From an optimization exercise on the open Yosys and OpenROAD flow, aimed at small area and a short achievable clock period; shortcuts taken in it are not production practice.
In this exercise RTL edits were held to simulation tests only and were not proved equivalent to the original.
Power is estimated from default activity; no workload was simulated.

### flow/run.sh
#!/bin/bash
# synth_recipe.tcl (not shown) runs the flow's synth.tcl, then flattens the netlist and writes it again
# the make line also repeats each setting of config.mk as NAME=value (left out here)
make -C /OpenROAD-flow-scripts/flow DESIGN_CONFIG=/design/flow/config.mk WORK_HOME=/design/flow/orfs CLKGATE_MAP_FILE= SYNTH_SCRIPT=/design/flow/synth_recipe.tcl finish
### flow/config.mk
export PLATFORM = sky130hd
export DESIGN_NAME = rv_core_top
export DESIGN_NICKNAME = rv_core_top
export VERILOG_FILES = /design/flow/design.v
export SDC_FILE = /design/flow/constraint.sdc
export NUM_CORES = 4
export LEC_CHECK = 0
export CAP_MARGIN = 20
export CORE_MARGIN = 2
export CORE_UTILIZATION = 30
export SLEW_MARGIN = 20
### flow/constraint.sdc
create_clock -name core_clock -period 9.0 [get_ports {clk_i}]
set_input_delay 1.8000 -clock core_clock [delete_from_list [all_inputs] [get_ports {clk_i}]]
set_output_delay 1.8000 -clock core_clock [all_outputs]
set_load 0.01 [all_outputs]
### flow/design.v
package rv_pkg;
  localparam int XLEN = 32;
  localparam int REG_ADDR_W = 5;
  localparam int NUM_REGS = 32;
  localparam logic [6:0] FUNCT7_ALT = 7'b0100000;
  typedef enum logic [6:0] {
    OPC_LUI    = 7'b0110111,
    OPC_AUIPC  = 7'b0010111,
    OPC_OP_IMM = 7'b0010011,
    OPC_OP     = 7'b0110011
  } opcode_e;
  typedef enum logic [3:0] {
    ALU_ADD  = 4'd0,
    ALU_SUB  = 4'd1,
    ALU_SLL  = 4'd2,
    ALU_SLT  = 4'd3,
    ALU_SLTU = 4'd4,
    ALU_XOR  = 4'd5,
    ALU_SRL  = 4'd6,
    ALU_SRA  = 4'd7,
    ALU_OR   = 4'd8,
    ALU_AND  = 4'd9
  } alu_op_e;
  typedef enum logic [1:0] {
    OPA_RS1  = 2'd0,
    OPA_PC   = 2'd1,
    OPA_ZERO = 2'd2
  } op_a_sel_e;
  typedef enum logic {
    OPB_RS2 = 1'b0,
    OPB_IMM = 1'b1
  } op_b_sel_e;
endpackage
module rv_decoder (
  input  logic [rv_pkg::XLEN-1:0]       instr_i,
  output logic [rv_pkg::REG_ADDR_W-1:0] rs1_addr_o,
  output logic [rv_pkg::REG_ADDR_W-1:0] rs2_addr_o,
  output logic [rv_pkg::REG_ADDR_W-1:0] rd_addr_o,
  output rv_pkg::alu_op_e               alu_op_o,
  output rv_pkg::op_a_sel_e             op_a_sel_o,
  output rv_pkg::op_b_sel_e             op_b_sel_o,
  output logic [rv_pkg::XLEN-1:0]       imm_o,
  output logic                          rd_we_o,
  output logic                          illegal_o
);
  typedef enum logic [2:0] {
    F3_ADD  = 3'b000,
    F3_SLL  = 3'b001,
    F3_SLT  = 3'b010,
    F3_SLTU = 3'b011,
    F3_XOR  = 3'b100,
    F3_SR   = 3'b101,
    F3_OR   = 3'b110,
    F3_AND  = 3'b111
  } funct3_e;
  rv_pkg::opcode_e          opcode;
  funct3_e                  funct3;
  logic [6:0]               funct7;
  logic [rv_pkg::XLEN-1:0]  i_imm;
  logic [rv_pkg::XLEN-1:0]  u_imm;
  logic [rv_pkg::XLEN-1:0]  shamt_imm;
  rv_pkg::alu_op_e          base_op;
  logic                     legal;
  assign opcode     = rv_pkg::opcode_e'(instr_i[6:0]);
  assign funct3     = funct3_e'(instr_i[14:12]);
  assign funct7     = instr_i[31:25];
  assign rd_addr_o  = instr_i[11:7];
  assign rs1_addr_o = instr_i[19:15];
  assign rs2_addr_o = instr_i[24:20];
  assign i_imm      = {{20{instr_i[31]}}, instr_i[31:20]};
  assign u_imm      = {instr_i[31:12], 12'b0};
  assign shamt_imm  = {27'b0, instr_i[24:20]};
  always_comb begin
    base_op = rv_pkg::ALU_ADD;
    case (funct3)
      F3_ADD:  base_op = rv_pkg::ALU_ADD;
      F3_SLL:  base_op = rv_pkg::ALU_SLL;
      F3_SLT:  base_op = rv_pkg::ALU_SLT;
      F3_SLTU: base_op = rv_pkg::ALU_SLTU;
      F3_XOR:  base_op = rv_pkg::ALU_XOR;
      F3_SR:   base_op = rv_pkg::ALU_SRL;
      F3_OR:   base_op = rv_pkg::ALU_OR;
      F3_AND:  base_op = rv_pkg::ALU_AND;
    endcase
  end
  always_comb begin
    alu_op_o   = base_op;
    op_a_sel_o = rv_pkg::OPA_RS1;
    op_b_sel_o = rv_pkg::OPB_IMM;
    imm_o      = i_imm;
    legal      = 1'b1;
    case (opcode)
      rv_pkg::OPC_LUI: begin
        alu_op_o   = rv_pkg::ALU_ADD;
        op_a_sel_o = rv_pkg::OPA_ZERO;
        imm_o      = u_imm;
      end
      rv_pkg::OPC_AUIPC: begin
        alu_op_o   = rv_pkg::ALU_ADD;
        op_a_sel_o = rv_pkg::OPA_PC;
        imm_o      = u_imm;
      end
      rv_pkg::OPC_OP_IMM: begin
        if (funct3 == F3_SLL) begin
          imm_o = shamt_imm;
          legal = (funct7 == 7'b0);
        end else if (funct3 == F3_SR) begin
          imm_o = shamt_imm;
          if (funct7 == rv_pkg::FUNCT7_ALT) begin
            alu_op_o = rv_pkg::ALU_SRA;
          end else begin
            legal = (funct7 == 7'b0);
          end
        end
      end
      rv_pkg::OPC_OP: begin
        op_b_sel_o = rv_pkg::OPB_RS2;
        if (funct7 == rv_pkg::FUNCT7_ALT) begin
          if (funct3 == F3_ADD) begin
            alu_op_o = rv_pkg::ALU_SUB;
          end else if (funct3 == F3_SR) begin
            alu_op_o = rv_pkg::ALU_SRA;
          end else begin
            legal = 1'b0;
          end
        end else if (funct7 != 7'b0) begin
          legal = 1'b0;
        end
      end
      default: legal = 1'b0;
    endcase
  end
  assign rd_we_o   = legal && (rd_addr_o != '0);
  assign illegal_o = !legal;
endmodule
module rv_execute (
  input  logic                          clk_i,
  input  logic                          arst_n_i,
  input  logic                          instr_valid_i,
  input  logic [rv_pkg::XLEN-1:0]       pc_i,
  input  rv_pkg::alu_op_e               alu_op_i,
  input  rv_pkg::op_a_sel_e             op_a_sel_i,
  input  rv_pkg::op_b_sel_e             op_b_sel_i,
  input  logic [rv_pkg::XLEN-1:0]       imm_i,
  input  logic [rv_pkg::REG_ADDR_W-1:0] rd_addr_i,
  input  logic                          rd_we_i,
  input  logic                          illegal_i,
  input  logic [rv_pkg::XLEN-1:0]       rs1_data_i,
  input  logic [rv_pkg::XLEN-1:0]       rs2_data_i,
  output logic                          wb_we_o,
  output logic [rv_pkg::REG_ADDR_W-1:0] wb_addr_o,
  output logic [rv_pkg::XLEN-1:0]       wb_data_o,
  output logic                          illegal_o
);
  logic [rv_pkg::XLEN-1:0] op_a;
  logic [rv_pkg::XLEN-1:0] op_b;
  logic [4:0]              shamt;
  logic [rv_pkg::XLEN-1:0] alu_result;
  logic                    wb_fire;
  always_comb begin
    case (op_a_sel_i)
      rv_pkg::OPA_RS1: op_a = rs1_data_i;
      rv_pkg::OPA_PC:  op_a = pc_i;
      default:         op_a = '0;
    endcase
  end
  assign op_b  = (op_b_sel_i == rv_pkg::OPB_IMM) ? imm_i : rs2_data_i;
  assign shamt = op_b[4:0];
  always_comb begin
    case (alu_op_i)
      rv_pkg::ALU_ADD:  alu_result = op_a + op_b;
      rv_pkg::ALU_SUB:  alu_result = op_a - op_b;
      rv_pkg::ALU_SLL:  alu_result = op_a << shamt;
      rv_pkg::ALU_SLT:  alu_result = {31'b0, $signed(op_a) < $signed(op_b)};
      rv_pkg::ALU_SLTU: alu_result = {31'b0, op_a < op_b};
      rv_pkg::ALU_XOR:  alu_result = op_a ^ op_b;
      rv_pkg::ALU_SRL:  alu_result = op_a >> shamt;
      rv_pkg::ALU_SRA:  alu_result = $unsigned($signed(op_a) >>> shamt);
      rv_pkg::ALU_OR:   alu_result = op_a | op_b;
      rv_pkg::ALU_AND:  alu_result = op_a & op_b;
      default:          alu_result = '0;
    endcase
  end
  assign wb_fire = instr_valid_i && rd_we_i;
  always_ff @(posedge clk_i or negedge arst_n_i) begin
    if (!arst_n_i) begin
      wb_we_o   <= 1'b0;
      illegal_o <= 1'b0;
      wb_addr_o <= '0;
      wb_data_o <= '0;
    end else begin
      wb_we_o   <= wb_fire;
      illegal_o <= instr_valid_i && illegal_i;
      if (wb_fire) begin
        wb_addr_o <= rd_addr_i;
        wb_data_o <= alu_result;
      end
    end
  end
endmodule
module rv_regfile (
  input  logic                          clk_i,
  input  logic                          arst_n_i,
  input  logic [rv_pkg::REG_ADDR_W-1:0] rs1_addr_i,
  input  logic [rv_pkg::REG_ADDR_W-1:0] rs2_addr_i,
  input  logic                          wb_we_i,
  input  logic [rv_pkg::REG_ADDR_W-1:0] wb_addr_i,
  input  logic [rv_pkg::XLEN-1:0]       wb_data_i,
  output logic [rv_pkg::XLEN-1:0]       rs1_data_o,
  output logic [rv_pkg::XLEN-1:0]       rs2_data_o
);
  logic [rv_pkg::XLEN-1:0] regs [rv_pkg::NUM_REGS];
  logic                    rs1_hit;
  logic                    rs2_hit;
  always_ff @(posedge clk_i or negedge arst_n_i) begin
    if (!arst_n_i) begin
      for (int i = 0; i < rv_pkg::NUM_REGS; i++) begin
        regs[i] <= '0;
      end
    end else if (wb_we_i) begin
      regs[wb_addr_i] <= wb_data_i;
    end
  end
  assign rs1_hit = wb_we_i && (wb_addr_i == rs1_addr_i);
  assign rs2_hit = wb_we_i && (wb_addr_i == rs2_addr_i);
  assign rs1_data_o = rs1_hit ? wb_data_i : regs[rs1_addr_i];
  assign rs2_data_o = rs2_hit ? wb_data_i : regs[rs2_addr_i];
endmodule
module rv_core_top (
  input  logic                          clk_i,
  input  logic                          arst_n_i,
  input  logic                          instr_valid_i,
  input  logic [rv_pkg::XLEN-1:0]       instr_i,
  input  logic [rv_pkg::XLEN-1:0]       pc_i,
  output logic                          rd_we_o,
  output logic [rv_pkg::REG_ADDR_W-1:0] rd_addr_o,
  output logic [rv_pkg::XLEN-1:0]       rd_data_o,
  output logic                          illegal_o
);
  logic [rv_pkg::REG_ADDR_W-1:0] rs1_addr;
  logic [rv_pkg::REG_ADDR_W-1:0] rs2_addr;
  logic [rv_pkg::REG_ADDR_W-1:0] rd_addr;
  rv_pkg::alu_op_e               alu_op;
  rv_pkg::op_a_sel_e             op_a_sel;
  rv_pkg::op_b_sel_e             op_b_sel;
  logic [rv_pkg::XLEN-1:0]       imm;
  logic                          rd_we;
  logic                          illegal;
  logic [rv_pkg::XLEN-1:0]       rs1_data;
  logic [rv_pkg::XLEN-1:0]       rs2_data;
  rv_decoder rv_decoder_inst (
    .instr_i    (instr_i),
    .rs1_addr_o (rs1_addr),
    .rs2_addr_o (rs2_addr),
    .rd_addr_o  (rd_addr),
    .alu_op_o   (alu_op),
    .op_a_sel_o (op_a_sel),
    .op_b_sel_o (op_b_sel),
    .imm_o      (imm),
    .rd_we_o    (rd_we),
    .illegal_o  (illegal)
  );
  rv_execute rv_execute_inst (
    .clk_i         (clk_i),
    .arst_n_i      (arst_n_i),
    .instr_valid_i (instr_valid_i),
    .pc_i          (pc_i),
    .alu_op_i      (alu_op),
    .op_a_sel_i    (op_a_sel),
    .op_b_sel_i    (op_b_sel),
    .imm_i         (imm),
    .rd_addr_i     (rd_addr),
    .rd_we_i       (rd_we),
    .illegal_i     (illegal),
    .rs1_data_i    (rs1_data),
    .rs2_data_i    (rs2_data),
    .wb_we_o       (rd_we_o),
    .wb_addr_o     (rd_addr_o),
    .wb_data_o     (rd_data_o),
    .illegal_o     (illegal_o)
  );
  rv_regfile rv_regfile_inst (
    .clk_i      (clk_i),
    .arst_n_i   (arst_n_i),
    .rs1_addr_i (rs1_addr),
    .rs2_addr_i (rs2_addr),
    .wb_we_i    (rd_we_o),
    .wb_addr_i  (rd_addr_o),
    .wb_data_i  (rd_data_o),
    .rs1_data_o (rs1_data),
    .rs2_data_o (rs2_data)
  );
endmodule
==> run summary <==
## placed cells by master, fill, tap and decap left out, types with 103 or more instances in the layout
| cell type | n |
|---|---|
| nand4_1 | 107 |
| clkbuf_16 | 117 |
| inv_1 | 108 |
| nor2_1 | 179 |
| a21oi_1 | 196 |
| mux2_2 | 1024 |
| o21ai_0 | 123 |
| nand3_1 | 187 |
| and3_1 | 233 |
| buf_4 | 535 |
| a22oi_1 | 668 |
| nand2_1 | 417 |
| ha_1 | 103 |
| mux2i_1 | 137 |
| dfrtp_1 | 1059 |
## repair_timing
item / 4_1_cts / 5_1_grt
resized for setup: 0 / 1
endpoints found under the hold margin: 0 / 0
setup endpoints to repair: 0 / 2
## how the worst max path moves through the flow
stage | start | to | slack (ps) | cells past startpoint
after floorplan | instr_i[24] | rv_execute_inst.wb_data_o[31] | 1710 | 24
after global placement | instr_i[21] | rv_execute_inst.wb_data_o[29] | -440 | 30
after detailed placement | instr_i[21] | rv_execute_inst.wb_data_o[29] | -420 | 30
after CTS | instr_i[21] | rv_execute_inst.wb_data_o[29] | 350 | 30
after global routing | instr_i[21] | rv_execute_inst.wb_data_o[0] | 100 | 30
final | instr_i[21] | rv_execute_inst.wb_data_o[29] | 270 | 30
## state kept, by name, indices dropped and copies added, names as in the netlist
| name | flops |
|---|---|
| rv_execute_inst.wb_addr_o | 5 |
| rv_execute_inst.wb_data_o | 32 |
| rv_execute_inst.wb_we_o | 1 |
| rv_regfile_inst.regs | 1024 |
| rv_execute_inst.illegal_o | 1 |
## logic make-up (layout without fill, tap and decap cells)
logic type	Yosys count	count (layout)
AOI/OAI and AO/OA	1652	1652
adders and majority gates	105	105
buffers and inverters	719	1028
and+or+nand+nor	1530	1530
DFF	1063	1063
muxes	1165	1165
other	0	31
xor gates and xnor gates	35	35
## stage by stage
step	hold slack, ps	total power [uW]	setup slack (ps)	utilization
finish	523	11500	268	0.360
global route	546	11700	102	0.360
CTS	519	11400	353	0.360
detailed placement	502	6220	-418	0.340
global placement	498	6220	-443	0.340
floorplan	455	5430	1710	-
## final cells by class
cell class	instances	area, sq um
Sequential cell	1063	26600
Multi-Input combinational cell	4487	35300
Antenna cell	31	77.6
Inverter	111	417
Clock inverter	61	856
Clock buffer	155	3300
Tap cell	2821	3530
Timing Repair Buffer	701	6300
Fill cell	21300	136000
## synthesized netlist by cell type (all sizes together) (13+ instances only)
cell type	instances
nor3	69
nor2	259
mux2	1024
o21ai	128
or3	17
nor4	42
a21oi	201
nand2	430
inv	110
xnor2	27
nand2b	30
nor2b	26
a221oi	71
or3b	13
and3	236
dfrtp	1063
nand3b	21
buf	115
o31ai	14
o22ai	37
or4	23
o21a	32
mux2i	139
ha	103
or2	15
a31oi	39
o221ai	14
a2111oi	73
nor3b	16
a21o	34
a22o	70
a211oi	66
o211ai	33
nand4	107
nand3	187
a22oi	669
o21bai	13
a32oi	31
clkbuf	493
## power by group
group | total [uW] | switching, uW | internal, uW
Clock | 5300 | 2280 | 3020
Sequential | 4840 | 53.6 | 4790
Combinational | 1370 | 1000 | 365
Total | 11500 | 3340 | 8180
## routing by layer
layer | wire length (um) | GRT usage | part of all wire
met1 | 149000 | 0.444 | 0.37
met2 | 162000 | 0.504 | 0.40
met3 | 57300 | 0.146 | 0.14
met4 | 37300 | 0.269 | 0.092
met5 | 98 | 0 | 0.00024
## worst min-delay path: cells and delay by family, from the launching register on
| kind | cells | cell delay, ps |
|---|---|---|
| DFF | 1 | 370 |
| and+or+nand+nor | 1 | 50 |
| AOI/OAI and AO/OA | 1 | 60 |
==> run summary <==
* Minimum clock period at 8730 ps
* Drt wl/cell at 43.1 um
* Syn nets at 6441
* Max Freq at 115 MHz
* Worst Hold Launch: rv_regfile_inst.regs[1][2]
* Library cells used by synthesis at 98
* Finished Layout Cells at 9430
* CTS Buf Count at 117
* Post-CTS Hold Fix Bufs at 0
* Maximum vdd drop at 0.000185 V
* Setup Skew at 77.7 ps
* Family with the most delay on the worst path: compound AO/OA/AOI/OAI gates
* Worst reg2reg path startpoint: rv_execute_inst.wb_addr_o[3]
* Area of placed instances at 0.0721 sq mm
* Worst slew pin tran at 1320 ps
* TritonCTS Sinks at 1063
* Mux contribution to synthesized area at 0.203
* P&R area growth vs syn at 19.5%
* Reg2reg end: rv_execute_inst.wb_data_o[29]
* IO buf count at 105
* Synthesized flop and latch total at 1063
* Crit path max fanout at 8
* Post-Synth Adder-Cell Area at 0.0208
* CTS tree: built
* CP Data Required Time at 9660 ps
* Number of max-cap violations at 0
* Simple-gate share of the synthesized area at 0.121
* Later-pin clock latency in the skew report at 840 ps
* EDFF count, synth at 0
* First-pass GRT wire length at 543000 um
* CTS Root Cell: clkbuf_16
* Hold depth at 2
* Antenna-violating nets left at 0
* Yosys warning count at 4
* H-tree depth at 3
* GRT Residual Overflow at 0
* Largest net degree at the start of global routing at 171
* Post-CTS Setup Bufs at 0
* Status: finished clean
* CP Class: primary input to register
* Power Density at 151 mW/mm^2
* LEAKAGE at 0.0356 uW
* DR DRC count at 0
* Largest family of logic cells by synthesized area: multiplexers
* Die area at 0.217 sq mm
* GRT Resource Usage Total at 0.361
* Core ar. at 0.212 sq mm
* Vias at 65000
* Chip height at 465 um
* Critical Path Start Type: primary input
* Dpl hpwl at 271000 um
* Crit-path max cell delay at 760 ps
* Compound-Gate Fraction of Synth Area at 0.190
* Initial Utilization at 0.301
* Area share of the largest cell type after synthesis at 0.416
* Cell taking the most area after synthesis: dfrtp_1
* Final Hold Fails at 0
* Relative slew slack at 0.123
* Num ports at 106
* Reg2reg setup slack at 1920 ps
* Arr. time, crit path at 9390 ps
* CP Buf/Inv Count at 8
* Total Routed Length at 406000 um
* Layout Nets at 6653
* Ys async rst share at 1.00
* Fin area at 0.0764 sq mm
* 1st-iter DRT viols at 12200
* Worst min-delay path endpoint: rv_regfile_inst.regs[1][2]
* Xor/xnor share of the synthesized area at 0.00480
* Worst min path class: register to register
* GP Congestion at 1.08
* Main synth FF type: dfrtp_1
* Cell area after synthesis at 0.0639 sq mm
* Area contributors post-synth: dfrtp_1 (42%), mux2_2 (18%), a22oi_1 (7.9%)
* Number of global-route vias before repair at 61400
* Vias per cell at 6.89
* Clock Pin Slew Worst Setup and Hold Paths at 60 ps
* Register area share after synthesis at 0.416
* Setup TNS at 0 ps
* Final period util at 0.970
* Share of cells above drive strength 1 at 0.308
* Cell mode on critical path: buf_4
* Worst r2r path cells at 23
* Die W at 465 um
* Synthesized area per cell at 10.2 sq um
* Final-report setup violation count at 0
* FP Rows at 169
* Max-slew violation count at 0
* RSZ-0062 raised after global routing: false
* Inst Count DP at 9183
* Cell count after synthesis at 6269
* Drt pass-1 iters at 10
* Slowest CP cell: o31ai_2
* Maximum clock path buffer count at 3
* CP endpoint kind: register
* Initial antenna violation count at 47

-- separate check: timing with driven ports --
No port has a modelled driver above. Below, the same layout with a new extraction and two added sets of constraints. Step 1 sets driving cells, clkbuf_16 on the clock port and buf_2 on the other inputs (assumed; they add their load-dependent delay and slew). Step 2 also shifts input and output timing later by t, the mid clock arrival at the registers, as if the neighbouring blocks saw the same clock. Three values: ideal ports, drivers, drivers and shift; two values: the first two.
t (ns): 0.887
setup WS [ns]: 0.268 / 0.329 / -0.558
worst setup path after step 2: input to register
slew at the worst register clock pin (ns): 0.07 / 0.07
worst slew at a driven data input, ns: 0.16
Met with ideal ports but missed after step 2: setup timing in this run. The setup slack of this run moves by +0.061 ns with the drivers and by -0.826 ns with both steps.
